This design comes from an exercise in tuning for a short achievable clock period and few clock cycles per item on the open sky130 flow, not from production work. The RTL was checked by simulation tests, not by an equivalence proof against the original design. No activity file was given, so power comes from the tool's default toggle rates.

[flow/run.sh]
#!/bin/bash
# synth_recipe.tcl (not shown) runs the flow's synth.tcl, then flattens the netlist and writes it again
# the make line also repeats each setting of config.mk as NAME=value (left out here)
make -C /OpenROAD-flow-scripts/flow DESIGN_CONFIG=/design/flow/config.mk WORK_HOME=/design/flow/orfs CLKGATE_MAP_FILE= SYNTH_SCRIPT=/design/flow/synth_recipe.tcl finish
[flow/config.mk]
export PLATFORM = sky130hd
export DESIGN_NAME = dma_read_top
export DESIGN_NICKNAME = dma_read_top
export VERILOG_FILES = /design/flow/design.v
export SDC_FILE = /design/flow/constraint.sdc
export NUM_CORES = 4
export LEC_CHECK = 0
export ABC_CLOCK_PERIOD_IN_PS = 2000
export CAP_MARGIN = 40
export CORE_MARGIN = 2
export CORE_UTILIZATION = 75
export CTS_CLUSTER_DIAMETER = 80
export CTS_CLUSTER_SIZE = 25
export PLACE_DENSITY = 0.8
export SETUP_SLACK_MARGIN = 2.7
export SLEW_MARGIN = 70
export TNS_END_PERCENT = 100
[flow/constraint.sdc]
create_clock -name core_clock -period 5.0 [get_ports {i_clk}]
set_input_delay 1.0000 -clock core_clock [delete_from_list [all_inputs] [get_ports {i_clk}]]
set_output_delay 1.0000 -clock core_clock [all_outputs]
set_load 0.01 [all_outputs]
[flow/design.v]
package dma_read_pkg;
   localparam int TAG_W       = 4;
   localparam int ENG_TAG_W   = 4;
   localparam int ADDR_W      = 48;
   localparam int CHUNK_BYTES = 128;
   localparam int MAX_CHUNKS  = 4;
   localparam int BEAT_W      = $clog2(MAX_CHUNKS);
   typedef logic [TAG_W-1:0]     tag_t;
   typedef logic [ENG_TAG_W-1:0] eng_tag_t;
   typedef logic [ADDR_W-1:0]    addr_t;
   typedef logic [2:0]           len_t;
   typedef struct packed {
      eng_tag_t eng_tag;
      len_t     len;
   } ctx_t;
   typedef struct packed {
      tag_t tag;
      len_t cnt;
      logic err;
   } done_t;
endpackage
`timescale 1ns/100ps
module sync_fifo #(
   parameter int  DEPTH = 16,
   parameter int  W     = 1,
   parameter int  MC    = 4
) (
   input  logic i_clk,
   input  logic i_rst_n,
   input  logic i_push,
   input  logic [W-1:0] i_din,
   input  logic [1:0]   i_din_lm1,
   input  logic i_din_err,
   output logic o_v,
   input  logic i_pop,
   output logic [W-1:0] o_dout,
   output logic [1:0]   o_dout_lm1,
   output logic o_dout_err,
   output logic [MC*(1<<W)-1:0] o_sel
);
   localparam int EW = W + 3;
   logic [EW-1:0]    q [DEPTH];
   logic [DEPTH-1:0] v;
   logic             pop;
   logic [EW-1:0]    din;
   logic [EW-1:0]    head_nxt;
   assign pop = i_pop & v[0];
   assign din = {i_din, i_din_lm1, i_din_err};
   assign o_v = v[0];
   assign {o_dout, o_dout_lm1, o_dout_err} = q[0];
   assign head_nxt = pop ? (v[1] ? q[1] : din) : (v[0] ? q[0] : din);
   always_ff @(posedge i_clk)
   begin
      if (!i_rst_n)
         v <= '0;
      else if (pop & ~i_push)
         v <= {1'b0, v[DEPTH-1:1]};
      else if (i_push & ~pop)
         v <= {v[DEPTH-2:0], 1'b1};
   end
   always_ff @(posedge i_clk)
   begin
      for (int i = 0; i < DEPTH; i++)
      begin
         if (pop)
            q[i] <= (i < DEPTH-1 && v[(i+1) % DEPTH]) ? q[(i+1) % DEPTH] : din;
         else if (!v[i])
            q[i] <= din;
      end
      for (int c = 0; c < MC; c++)
         for (int t = 0; t < (1<<W); t++)
            o_sel[c*(1<<W)+t] <= (head_nxt[EW-1:3] == W'(t)) && (head_nxt[2:1] >= 2'(c));
   end
endmodule
`timescale 1ns/100ps
module tag_free_list #(
   parameter int NUM_TAGS = 16
) (
   input  logic               i_clk,
   input  logic               i_rst_n,
   output logic               o_tag_v,
   input  logic               i_tag_r,
   output dma_read_pkg::tag_t o_tag,
   input  logic               i_free_v,
   input  dma_read_pkg::tag_t i_free_tag
);
   logic [NUM_TAGS-1:0] free_q;
   logic [NUM_TAGS-1:0] free_nxt;
   dma_read_pkg::tag_t  pick;
   always_comb
   begin
      for (int t = 0; t < NUM_TAGS; t++)
         free_nxt[t] = (free_q[t] & ~(i_tag_r & o_tag_v & (o_tag == dma_read_pkg::tag_t'(t))))
                     | (i_free_v & (i_free_tag == dma_read_pkg::tag_t'(t)));
      pick = '0;
      for (int t = NUM_TAGS-1; t >= 0; t--)
         if (free_nxt[t])
            pick = dma_read_pkg::tag_t'(t);
   end
   always_ff @(posedge i_clk)
   begin
      if (!i_rst_n)
      begin
         free_q  <= '1;
         o_tag_v <= 1'b1;
         o_tag   <= '0;
      end
      else
      begin
         free_q  <= free_nxt;
         o_tag_v <= |free_nxt;
         o_tag   <= pick;
      end
   end
endmodule
`timescale 1ns/100ps
module req_issue #(
   parameter int NUM_TAGS = 16
) (
   input  logic                   i_clk,
   input  logic                   i_rst_n,
   input  logic                   i_req_v,
   output logic                   o_req_r,
   input  dma_read_pkg::eng_tag_t i_req_eng_tag,
   input  dma_read_pkg::addr_t    i_req_addr,
   input  dma_read_pkg::len_t     i_req_len,
   input  logic                   i_tag_v,
   output logic                   o_tag_r,
   input  dma_read_pkg::tag_t     i_tag,
   output logic                   o_cmd_v,
   input  logic                   i_cmd_r,
   output dma_read_pkg::tag_t     o_cmd_tag,
   output dma_read_pkg::addr_t    o_cmd_addr,
   output dma_read_pkg::len_t     o_cmd_len,
   output logic [NUM_TAGS*dma_read_pkg::ENG_TAG_W-1:0] o_ctx_eng,
   output logic [NUM_TAGS*2-1:0]  o_ctx_lm1
);
   localparam int LO_SHORT = $clog2(dma_read_pkg::CHUNK_BYTES);
   localparam int LO_LONG  = $clog2(dma_read_pkg::CHUNK_BYTES * dma_read_pkg::MAX_CHUNKS);
   localparam int AW       = dma_read_pkg::ADDR_W - LO_SHORT;
   logic                   s_v;
   logic [AW-1:0]          s_addr;
   dma_read_pkg::len_t     s_len;
   dma_read_pkg::eng_tag_t s_eng;
   logic [AW-1:0]          c_addr;
   dma_read_pkg::eng_tag_t c_eng;
   logic                   acc;
   logic                   c_free;
   logic                   c_load;
   logic [AW-1:0]          in_addr;
   logic                   s_next;
   dma_read_pkg::tag_t     p_tag;
   logic [AW-1:0]          p_addr;
   dma_read_pkg::len_t     p_len;
   logic [AW-1:0]          n_addr;
   dma_read_pkg::len_t     n_len;
   assign in_addr = (i_req_len == dma_read_pkg::len_t'(1)) ?
                    i_req_addr[dma_read_pkg::ADDR_W-1:LO_SHORT] :
                    {i_req_addr[dma_read_pkg::ADDR_W-1:LO_LONG], {(LO_LONG-LO_SHORT){1'b0}}};
   assign acc    = i_req_v & o_req_r;
   assign c_free = ~o_cmd_v | i_cmd_r;
   assign c_load = c_free & i_tag_v & (s_v | acc);
   assign o_tag_r = c_load;
   assign s_next = s_v ? ~c_load : (acc & ~c_load);
   assign o_cmd_addr = {c_addr, {LO_SHORT{1'b0}}};
   always_ff @(posedge i_clk)
   begin
      if (!i_rst_n)
      begin
         s_v     <= 1'b0;
         o_req_r <= 1'b1;
         o_cmd_v <= 1'b0;
      end
      else
      begin
         s_v     <= s_next;
         o_req_r <= ~s_next;
         if (c_free)
            o_cmd_v <= c_load;
      end
   end
   always_ff @(posedge i_clk)
   begin
      if (acc & ~s_v)
      begin
         s_addr <= in_addr;
         s_len  <= i_req_len;
         s_eng  <= i_req_eng_tag;
      end
   end
   assign n_addr = s_v ? s_addr : in_addr;
   assign n_len  = s_v ? s_len : i_req_len;
   always_ff @(posedge i_clk)
   begin
      if (c_load)
      begin
         p_tag  <= i_tag;
         p_addr <= n_addr;
         p_len  <= n_len;
         c_eng  <= s_v ? s_eng : i_req_eng_tag;
      end
   end
   always_ff @(posedge i_clk)
   begin
      if (!i_rst_n)
      begin
         o_cmd_tag <= '0;
         c_addr    <= '0;
         o_cmd_len <= '0;
      end
      else if (c_load)
      begin
         o_cmd_tag <= i_tag;
         c_addr    <= n_addr;
         o_cmd_len <= n_len;
      end
      else
      begin
         o_cmd_tag <= p_tag;
         c_addr    <= p_addr;
         o_cmd_len <= p_len;
      end
   end
   always_ff @(posedge i_clk)
   begin
      for (int t = 0; t < NUM_TAGS; t++)
      begin
         if (o_cmd_v && p_tag == dma_read_pkg::tag_t'(t))
         begin
            o_ctx_eng[t*dma_read_pkg::ENG_TAG_W +: dma_read_pkg::ENG_TAG_W] <= c_eng;
            o_ctx_lm1[t*2 +: 2] <= 2'(p_len - dma_read_pkg::len_t'(1));
         end
      end
   end
endmodule
`timescale 1ns/100ps
module cpl_collect #(
   parameter int NUM_TAGS = 16,
   parameter int DATA_W   = 64
) (
   input  logic                   i_clk,
   input  logic                   i_rst_n,
   input  logic                   i_cpl_v,
   input  dma_read_pkg::tag_t     i_cpl_tag,
   input  logic [DATA_W-1:0]      i_cpl_data,
   input  logic                   i_cpl_last,
   input  logic                   i_cpl_err,
   input  logic [NUM_TAGS*2-1:0]  i_ctx_lm1,
   output logic                   o_done_v,
   output dma_read_pkg::tag_t     o_done_tag,
   output logic [1:0]             o_done_lm1,
   output logic                   o_done_err,
   output logic [NUM_TAGS*dma_read_pkg::MAX_CHUNKS*DATA_W-1:0] o_buf
);
   localparam int MC = dma_read_pkg::MAX_CHUNKS;
   logic [1:0]             cnt_q [NUM_TAGS];
   logic [NUM_TAGS-1:0]    err_q;
   logic [NUM_TAGS-1:0]    hit;
   logic [NUM_TAGS-1:0]    bad;
   logic [1:0]             done_lm1;
   always_comb
   begin
      for (int t = 0; t < NUM_TAGS; t++)
         hit[t] = i_cpl_v & (i_cpl_tag == dma_read_pkg::tag_t'(t));
   end
   always_ff @(posedge i_clk)
   begin
      if (!i_rst_n)
      begin
         err_q <= '0;
         for (int t = 0; t < NUM_TAGS; t++)
            cnt_q[t] <= '0;
      end
      else
      begin
         for (int t = 0; t < NUM_TAGS; t++)
         begin
            if (hit[t])
            begin
               cnt_q[t] <= i_cpl_last ? 2'd0 : cnt_q[t] + 2'd1;
               err_q[t] <= i_cpl_last ? 1'b0 : (err_q[t] | i_cpl_err);
            end
         end
      end
   end
   for (genvar t = 0; t < NUM_TAGS; t++)
   begin : g_tag
      for (genvar c = 0; c < MC; c++)
      begin : g_chunk
         always_ff @(posedge i_clk)
         begin
            if (hit[t] && cnt_q[t] == 2'(c))
               o_buf[(t*MC+c)*DATA_W +: DATA_W] <= i_cpl_data;
         end
      end
   end
   assign o_done_v   = i_cpl_v & i_cpl_last;
   assign o_done_tag = i_cpl_tag;
   always_comb
   begin
      done_lm1 = '0;
      for (int t = 0; t < NUM_TAGS; t++)
      begin
         bad[t]   = err_q[t] | (cnt_q[t] != i_ctx_lm1[t*2 +: 2]);
         done_lm1 = done_lm1 | ({2{hit[t]}} & i_ctx_lm1[t*2 +: 2]);
      end
   end
   assign o_done_lm1 = done_lm1;
   assign o_done_err = |(hit & bad) | i_cpl_err;
endmodule
`timescale 1ns/100ps
module rsp_return #(
   parameter int NUM_TAGS = 16,
   parameter int DATA_W   = 64
) (
   input  logic                   i_clk,
   input  logic                   i_rst_n,
   input  logic                   i_done_v,
   input  dma_read_pkg::tag_t     i_done_tag,
   input  logic [1:0]             i_done_lm1,
   input  logic                   i_done_err,
   input  logic [NUM_TAGS*dma_read_pkg::ENG_TAG_W-1:0] i_ctx_eng,
   input  logic [NUM_TAGS*dma_read_pkg::MAX_CHUNKS*DATA_W-1:0] i_buf,
   output logic                   o_rsp_v,
   output dma_read_pkg::eng_tag_t o_rsp_eng_tag,
   output logic [dma_read_pkg::BEAT_W-1:0] o_rsp_beat,
   output logic [DATA_W-1:0]      o_rsp_data,
   output logic                   o_rsp_last,
   output logic                   o_rsp_err,
   input  logic                   i_rsp_r,
   output logic                   o_free_v,
   output dma_read_pkg::tag_t     o_free_tag
);
   localparam int MC = dma_read_pkg::MAX_CHUNKS;
   logic                   h_v;
   dma_read_pkg::tag_t     h_tag;
   logic [MC*NUM_TAGS-1:0] h_sel;
   logic [1:0]             h_lm1;
   dma_read_pkg::eng_tag_t h_eng;
   logic                   h_err;
   logic                   r_v;
   logic [DATA_W-1:0]      r_data [MC];
   logic [1:0]             r_beat;
   logic [MC-1:0]          r_boh;
   logic [DATA_W-1:0]      h_data [MC];
   logic [1:0]             r_lm1;
   logic                   r_last;
   dma_read_pkg::eng_tag_t r_eng;
   logic                   r_err;
   logic                   emit;
   logic                   r_load;
   logic                   pop;
   logic                   o_load;
   dma_read_pkg::eng_tag_t p_eng;
   logic [1:0]             p_beat;
   logic [DATA_W-1:0]      p_data;
   logic                   p_last;
   logic                   p_err;
   logic [DATA_W-1:0]      e_data;
   sync_fifo #(
      .DEPTH (NUM_TAGS),
      .W     (dma_read_pkg::TAG_W),
      .MC    (MC)
   ) done_fifo_inst (
      .i_clk      (i_clk),
      .i_rst_n    (i_rst_n),
      .i_push     (i_done_v),
      .i_din      (i_done_tag),
      .i_din_lm1  (i_done_lm1),
      .i_din_err  (i_done_err),
      .o_v        (h_v),
      .i_pop      (r_load),
      .o_dout     (h_tag),
      .o_dout_lm1 (h_lm1),
      .o_dout_err (h_err),
      .o_sel      (h_sel)
   );
   always_comb
   begin
      h_eng = '0;
      for (int t = 0; t < NUM_TAGS; t++)
         h_eng = h_eng | ({dma_read_pkg::ENG_TAG_W{h_sel[t]}} &
                          i_ctx_eng[t*dma_read_pkg::ENG_TAG_W +: dma_read_pkg::ENG_TAG_W]);
   end
   always_comb
   begin
      for (int c = 0; c < MC; c++)
      begin
         h_data[c] = '0;
         for (int t = 0; t < NUM_TAGS; t++)
            h_data[c] = h_data[c] | ({DATA_W{h_sel[c*NUM_TAGS+t]}} & i_buf[(t*MC+c)*DATA_W +: DATA_W]);
      end
   end
   always_comb
   begin
      e_data = '0;
      for (int c = 0; c < MC; c++)
         e_data = e_data | ({DATA_W{r_boh[c]}} & r_data[c]);
   end
   assign emit   = r_v & (~o_rsp_v | i_rsp_r);
   assign r_load = h_v & (~r_v | (emit & r_last));
   assign pop    = o_rsp_v & i_rsp_r;
   assign o_load = ~o_rsp_v | i_rsp_r;
   assign o_free_v   = r_load;
   assign o_free_tag = h_tag;
   always_ff @(posedge i_clk)
   begin
      if (!i_rst_n)
      begin
         r_v     <= 1'b0;
         o_rsp_v <= 1'b0;
      end
      else
      begin
         if (r_load)
            r_v <= 1'b1;
         else if (emit & r_last)
            r_v <= 1'b0;
         if (~o_rsp_v | pop)
            o_rsp_v <= emit;
      end
   end
   always_ff @(posedge i_clk)
   begin
      if (o_load)
      begin
         p_eng  <= r_eng;
         p_beat <= r_beat;
         p_data <= e_data;
         p_last <= r_last;
         p_err  <= r_last & r_err;
      end
   end
   always_ff @(posedge i_clk)
   begin
      if (!i_rst_n)
      begin
         o_rsp_eng_tag <= '0;
         o_rsp_beat    <= '0;
         o_rsp_data    <= '0;
         o_rsp_last    <= 1'b0;
         o_rsp_err     <= 1'b0;
      end
      else if (o_load)
      begin
         o_rsp_eng_tag <= r_eng;
         o_rsp_beat    <= r_beat;
         o_rsp_data    <= e_data;
         o_rsp_last    <= r_last;
         o_rsp_err     <= r_last & r_err;
      end
      else
      begin
         o_rsp_eng_tag <= p_eng;
         o_rsp_beat    <= p_beat;
         o_rsp_data    <= p_data;
         o_rsp_last    <= p_last;
         o_rsp_err     <= p_err;
      end
   end
   always_ff @(posedge i_clk)
   begin
      if (r_load)
      begin
         for (int c = 0; c < MC; c++)
            r_data[c] <= h_data[c];
         r_beat <= '0;
         r_boh  <= MC'(1);
         r_lm1  <= h_lm1;
         r_last <= (h_lm1 == 2'd0);
         r_eng  <= h_eng;
         r_err  <= h_err;
      end
      else if (emit)
      begin
         r_beat <= r_beat + 2'd1;
         r_boh  <= {r_boh[MC-2:0], r_boh[MC-1]};
         r_last <= (r_beat + 2'd1 == r_lm1);
      end
   end
endmodule
`timescale 1ns/100ps
module dma_read_top #(
   parameter int NUM_TAGS = 16,
   parameter int DATA_W   = 64
) (
   input  logic                   i_clk,
   input  logic                   i_rst_n,
   input  logic                   i_req_v,
   output logic                   o_req_r,
   input  dma_read_pkg::eng_tag_t i_req_eng_tag,
   input  dma_read_pkg::addr_t    i_req_addr,
   input  dma_read_pkg::len_t     i_req_len,
   output logic                   o_cmd_v,
   input  logic                   i_cmd_r,
   output dma_read_pkg::tag_t     o_cmd_tag,
   output dma_read_pkg::addr_t    o_cmd_addr,
   output dma_read_pkg::len_t     o_cmd_len,
   input  logic                   i_cpl_v,
   input  dma_read_pkg::tag_t     i_cpl_tag,
   input  logic [DATA_W-1:0]      i_cpl_data,
   input  logic                   i_cpl_last,
   input  logic                   i_cpl_err,
   output logic                   o_rsp_v,
   output dma_read_pkg::eng_tag_t o_rsp_eng_tag,
   output logic [dma_read_pkg::BEAT_W-1:0] o_rsp_beat,
   output logic [DATA_W-1:0]      o_rsp_data,
   output logic                   o_rsp_last,
   output logic                   o_rsp_err,
   input  logic                   i_rsp_r
);
   logic                    tag_v;
   logic                    tag_r;
   dma_read_pkg::tag_t      tag;
   logic                    free_v;
   dma_read_pkg::tag_t      free_tag;
   logic [NUM_TAGS*dma_read_pkg::ENG_TAG_W-1:0] ctx_eng;
   logic [NUM_TAGS*2-1:0]   ctx_lm1;
   logic                    done_v;
   dma_read_pkg::tag_t      done_tag;
   logic [1:0]              done_lm1;
   logic                    done_err;
   logic [NUM_TAGS*dma_read_pkg::MAX_CHUNKS*DATA_W-1:0] buf_q;
   tag_free_list #(
      .NUM_TAGS (NUM_TAGS)
   ) tag_free_list_inst (
      .i_clk      (i_clk),
      .i_rst_n    (i_rst_n),
      .o_tag_v    (tag_v),
      .i_tag_r    (tag_r),
      .o_tag      (tag),
      .i_free_v   (free_v),
      .i_free_tag (free_tag)
   );
   req_issue #(
      .NUM_TAGS (NUM_TAGS)
   ) req_issue_inst (
      .i_clk         (i_clk),
      .i_rst_n       (i_rst_n),
      .i_req_v       (i_req_v),
      .o_req_r       (o_req_r),
      .i_req_eng_tag (i_req_eng_tag),
      .i_req_addr    (i_req_addr),
      .i_req_len     (i_req_len),
      .i_tag_v       (tag_v),
      .o_tag_r       (tag_r),
      .i_tag         (tag),
      .o_cmd_v       (o_cmd_v),
      .i_cmd_r       (i_cmd_r),
      .o_cmd_tag     (o_cmd_tag),
      .o_cmd_addr    (o_cmd_addr),
      .o_cmd_len     (o_cmd_len),
      .o_ctx_eng     (ctx_eng),
      .o_ctx_lm1     (ctx_lm1)
   );
   cpl_collect #(
      .NUM_TAGS (NUM_TAGS),
      .DATA_W   (DATA_W)
   ) cpl_collect_inst (
      .i_clk      (i_clk),
      .i_rst_n    (i_rst_n),
      .i_cpl_v    (i_cpl_v),
      .i_cpl_tag  (i_cpl_tag),
      .i_cpl_data (i_cpl_data),
      .i_cpl_last (i_cpl_last),
      .i_cpl_err  (i_cpl_err),
      .i_ctx_lm1  (ctx_lm1),
      .o_done_v   (done_v),
      .o_done_tag (done_tag),
      .o_done_lm1 (done_lm1),
      .o_done_err (done_err),
      .o_buf      (buf_q)
   );
   rsp_return #(
      .NUM_TAGS (NUM_TAGS),
      .DATA_W   (DATA_W)
   ) rsp_return_inst (
      .i_clk         (i_clk),
      .i_rst_n       (i_rst_n),
      .i_done_v      (done_v),
      .i_done_tag    (done_tag),
      .i_done_lm1    (done_lm1),
      .i_done_err    (done_err),
      .i_ctx_eng     (ctx_eng),
      .i_buf         (buf_q),
      .o_rsp_v       (o_rsp_v),
      .o_rsp_eng_tag (o_rsp_eng_tag),
      .o_rsp_beat    (o_rsp_beat),
      .o_rsp_data    (o_rsp_data),
      .o_rsp_last    (o_rsp_last),
      .o_rsp_err     (o_rsp_err),
      .i_rsp_r       (i_rsp_r),
      .o_free_v      (free_v),
      .o_free_tag    (free_tag)
   );
endmodule
==> metrics.md <==
| Metric | Value |
|---|---|
| First-pass GRT wire length | `769300 um` |
| Setup WS pre-CTS | `0.7037 ns` |
| FF+latch count, synth | `5020` |
| Crit Reg-Reg Endpoint | `rsp_return_inst.r_data[2][54]` |
| CP max-delay cell | `dfxtp_4` |
| Root buffer cell | `clkbuf_16` |
| HPWL Detailed | `326400 um` |
| Seq. cell area | `0.1461 sq mm` |
| Die Area | `0.2415 sq mm` |
| Share of layout cells above drive strength 1 | `16.66%` |
| CTS buffer count | `221` |
| Die span in x | `491.5 um` |
| Status | `no timing/DRC/antenna violations` |
| Longest Clk Path Bufs | `3` |
| RSZ-0062 raised after global routing | `true` |
| Synth cell types | `66` |
| Port Buf Inserts | `246` |
| Crit path max-delay family | `flip-flops` |
| Fin. Hold Viols | `0` |
| Setup TNS | `0 ns` |
| Syn Inst Count | `9704` |
| Fmax | `0.3731 GHz` |
| Clock Power Share | `24.4%` |
| GPL Wtd Cong | `0.9192` |
| Worst setup EP type | `output pin` |
| Max Cap Viol | `0` |
| Final setup margin | `2.319 ns` |
| HP Class | `input port to flop` |
| Prevailing post-synth register cell | `edfxtp_1` |
| CP Data Required Time | `4.00 ns` |
| Vias | `111500` |
| Max IR drop VDD | `0.4470 mV` |
| Antenna-violating nets left | `0` |
| Crit. Startpoint | `rsp_return_inst.o_rsp_data[12]` |
| Fin Hold WS | `0.3192 ns` |
| Worst clock skew | `0.06096 ns` |
| H-tree depth | `4` |
| Detailed Route WL | `575200 um` |
| # DRC | `0` |
| Fill cells | `8637` |
| Nets | `10610` |
| Max incr delay on CP | `0.55 ns` |
| Min-Delay Path Depth | `1` |
| Sequential fraction of the synthesis area | `81.71%` |
| Cells on worst reg2reg path | `6` |
| DR vias/cell | `8.142` |
| NetSw | `24.29 mW` |
| Num rows | `178` |
| EDFF count, synth | `4509` |
| Instance count on the critical path | `1` |
| Int Power | `62.63 mW` |
| CTS Sinks | `5020` |
| Syn-to-layout area delta | `14.84%` |
| Clock slew at reported path FFs | `0.10 ns` |
| Remaining Overflow, GRT | `0` |
| Synthesized area | `0.1782 sq mm` |
| Clock Latency Late Sink | `0.97 ns` |
| Number of top-level pins | `261` |
| Worst setup path end | `o_rsp_data[12]` |
| TritonCTS clock tree | `yes` |
| Worst Tran Pin Value | `0.6522 ns` |
| Layout Utilization | `86.78%` |
| Crit-path max FO | `1` |
| Net Sw Frac | `27.94%` |
| Initial Util | `75.57%` |
| Crit path time final | `2.681 ns` |
| Gate power share | `16.6%` |
| Final setup vio count | `0` |
| Critical Path Source Type | `flop` |
| Async set-reset flop share out of synthesis | `0%` |
| Post-layout total power | `86.92 mW` |
| Largest net degree at the start of global routing | `65` |
| Worst R2R Start | `rsp_return_inst.done_fifo_inst.o_sel[36]` |
| Reg2reg setup slack | `2.41 ns` |
| Power density over cell area | `424.7 mW/mm^2` |
| Yosys warns | `9` |
| Share of power burned in registers | `59.0%` |
| Tcrit/Tclk final | `53.61%` |
| GR Util All Layers | `45.34%` |
| Fin. max-slew vios | `0` |
| Kind of critical path | `flop to output pin` |
| Leak | `66.47 nW` |
| Per-cell routed wire length | `41.99 um` |
| Worst Path Buf+Inv | `1` |
| Multi-input gate area | `0.03158 sq mm` |
| 1st-pass router iterations | `7` |
| 1st-iter DRT viols | `22760` |
| Die Ht | `491.5 um` |
| Crit-path cells | `buf_6` |
| Antenna violations before repair | `58` |
| Rel. slew slack | `56.52%` |
| Synth Area per Inst | `18.37 sq um` |
| Core Footprint | `0.2359 sq mm` |
| Vias in the first global route | `106100` |
| Crit path DAT | `1.68 ns` |
==> Yosys cell counts, drive strengths merged, types with 3 or more instances <==
library cell / count / share of area, %
xor2: 35 / 0.17
nor3b: 9 / 0.041
mux2: 12 / 0.076
nand2: 252 / 0.53
nor2: 290 / 0.62
a22o: 1045 / 5.1
nand4: 275 / 0.97
o21ai: 65 / 0.18
nor2b: 37 / 0.13
nand2b: 14 / 0.049
nor4: 3 / 0.011
nand3: 54 / 0.15
nand4b: 3 / 0.015
o22ai: 67 / 0.24
a31oi: 73 / 0.26
o32ai: 11 / 0.054
a32oi: 6 / 0.029
o31ai: 7 / 0.029
nand3b: 15 / 0.063
a22oi: 134 / 0.56
a21oi: 46 / 0.13
and2: 140 / 0.49
edfxtp: 4509 / 76
ha: 66 / 0.46
a21boi: 15 / 0.063
o211ai: 20 / 0.084
a221oi: 1040 / 5.1
inv: 78 / 0.17
nor3: 37 / 0.10
o211a: 14 / 0.079
dfxtp: 511 / 5.7
mux2i: 94 / 0.53
and3: 65 / 0.23
buf: 202 / 0.48
clkbuf: 431 / 0.91
==> cell usage in the layout, fill, tap and decap left out, types with 18 or more instances in the layout <==
master,n
a22oi_2,26
clkbuf_16,231
nand2_2,18
edfxtp_1,4509
and2_1,137
mux2i_1,94
clkbuf_1,107
dfxtp_2,70
nor3_1,30
buf_6,150
o21ai_0,59
a22oi_1,108
nor2_4,19
nor2_1,247
nand4_1,275
clkbuf_2,18
a221oi_2,46
xor2_1,35
nor2_2,24
inv_1,73
buf_4,213
and3_4,66
buf_2,92
a22o_1,1040
nand3_1,50
buf_16,204
o22ai_1,64
a21oi_1,41
dfxtp_1,340
buf_8,122
a31oi_1,66
ha_1,53
a221oi_1,993
nor2b_1,28
dfxtp_4,101
buf_12,186
nand2_1,225
o211ai_1,20
clkdlybuf4s50_1,51
==> worst min-delay path by stage <==
| stage | startpoint | endpoint | slack [ns] |
|---|---|---|---|
| 2_1_floorplan | rsp_return_inst.done_fifo_inst.q[0][0] | rsp_return_inst.r_err | 0.40 |
| 3_3_place_gp | rsp_return_inst.p_eng[0] | rsp_return_inst.p_eng[0] | 0.42 |
| 3_5_place_dp | rsp_return_inst.p_eng[0] | rsp_return_inst.p_eng[0] | 0.42 |
| 4_1_cts | i_rst_n | tag_free_list_inst.free_q[0] | 0.35 |
| 5_1_grt | i_cpl_data[9] | cpl_collect_inst.o_buf[3145] | 0.31 |
| 6_report | i_cpl_data[9] | cpl_collect_inst.o_buf[2121] | 0.32 |
==> stage by stage <==
step	cell area, sq um	cells
after detailed placement	193600	13080
final	204700	13700
after CTS	201300	13500
after global placement	186100	12780
after global routing	204600	13690
after floorplan	178900	9710
==> metal layers <==
| layer | vias to the layer above | GRT usage [%] | wire length, um |
|---|---|---|---|
| li1 | 41690 | - | - |
| met1 | 54080 | 58.73 | 169500 |
| met2 | 12950 | 68.98 | 260200 |
| met3 | 2779 | 14.15 | 102600 |
| met4 | 44 | 26.13 | 42610 |
| met5 | - | 0.3175 | 298 |
==> area by class of cell <==
cell class,instances,share of cell area [%]
Antenna cell,16,0.01956
Clock buffer,327,2.937
Clock inverter,22,0.1388
Inverter,78,0.1596
Multi-Input combinational cell,3986,15.43
Sequential cell,5020,71.38
Tap cell,3150,1.926
Timing Repair Buffer,1098,7.996
Timing Repair inverter,3,0.01284
==> registers in the layout (all words and copies together), names as in the netlist, 16 cells and up <==
name	count
cpl_collect_inst.cnt_q	32
cpl_collect_inst.err_q	16
cpl_collect_inst.o_buf	4096
req_issue_inst.c_addr	41
req_issue_inst.o_ctx_eng	64
req_issue_inst.o_ctx_lm1	32
req_issue_inst.p_addr	41
req_issue_inst.s_addr	41
rsp_return_inst.done_fifo_inst.o_sel	64
rsp_return_inst.done_fifo_inst.q	112
rsp_return_inst.done_fifo_inst.v	16
rsp_return_inst.o_rsp_data	64
rsp_return_inst.p_data	64
rsp_return_inst.r_data	256
tag_free_list_inst.free_q	16
==> power groups by stage <==
stage	Sequential, mW	Combinational, mW	Clock, mW
2_1_floorplan	50.4	5.73	0
5_1_grt	51.2	14.6	22.1
3_3_place_gp	52.2	9.76	0
4_1_cts	50.9	12.8	20.6
6_report	51.3	14.5	21.2
3_5_place_dp	51.7	12.0	0
==> repair_timing <==
item | CTS | global route
gates cloned | 18 | 12
pin swaps | 25 | 60
gates resized for setup | 821 | 232
setup endpoints to repair | 4615 | 601
hold buffers | 0 | 0
buffers inserted | 53 | 65
==> worst register-to-register path: cells and delay by family (launching register included) <==
kind	cells	cell delay (ns)
AND/OR/NAND/NOR	1	0.38
AO/OA/AOI/OAI	2	0.79
flip-flops	1	0.43
buffers and inverters	3	0.60
==> cell families (layout without fill, tap and decap cells) <==
kind of cell | count (synthesis) | count (layout) | synth area share, %
compound gates | 2557 | 2557 | 12.03
xor+xnor | 36 | 36 | 0.1769
fa+ha+maj | 66 | 66 | 0.4633
buf+inv | 711 | 1528 | 1.549
flops | 5020 | 5020 | 81.71
mux | 106 | 106 | 0.6037
other cells | 1 | 23 | 0.002104
simple gates | 1207 | 1214 | 3.462
Testbench counts, summed over its fixed seeds: cycles 9,443, beats 8,016.

## what the ideal ports hide
How much do the figures lean on ideal ports? The routed layout below was timed once more, with nothing changed but the port constraints.
Step 1 (the two cells are an assumption about what drives the block):
set clk [get_ports {i_clk}]
set_driving_cell -lib_cell sky130_fd_sc_hd__clkbuf_16 $clk
set_driving_cell -lib_cell sky130_fd_sc_hd__buf_2 [delete_from_list [all_inputs] $clk]
Step 2 also shifts input and output timing later by t, the mid clock arrival at the registers, as if the neighbouring blocks saw the same clock.
Three values: ideal ports, drivers, drivers and shift; two values: the first two.
t, ns: 1.042
setup slack, ns: 2.319 / 2.216 / 1.519
worst setup path after step 2: input to register
slew at the worst register clock pin (ns): 0.11 / 0.11
cell pins on the clock port's net: 1
After both steps setup and hold are still met in this run. For this run, drivers alone change the setup slack by -0.103 ns; drivers and shift together by -0.800 ns.
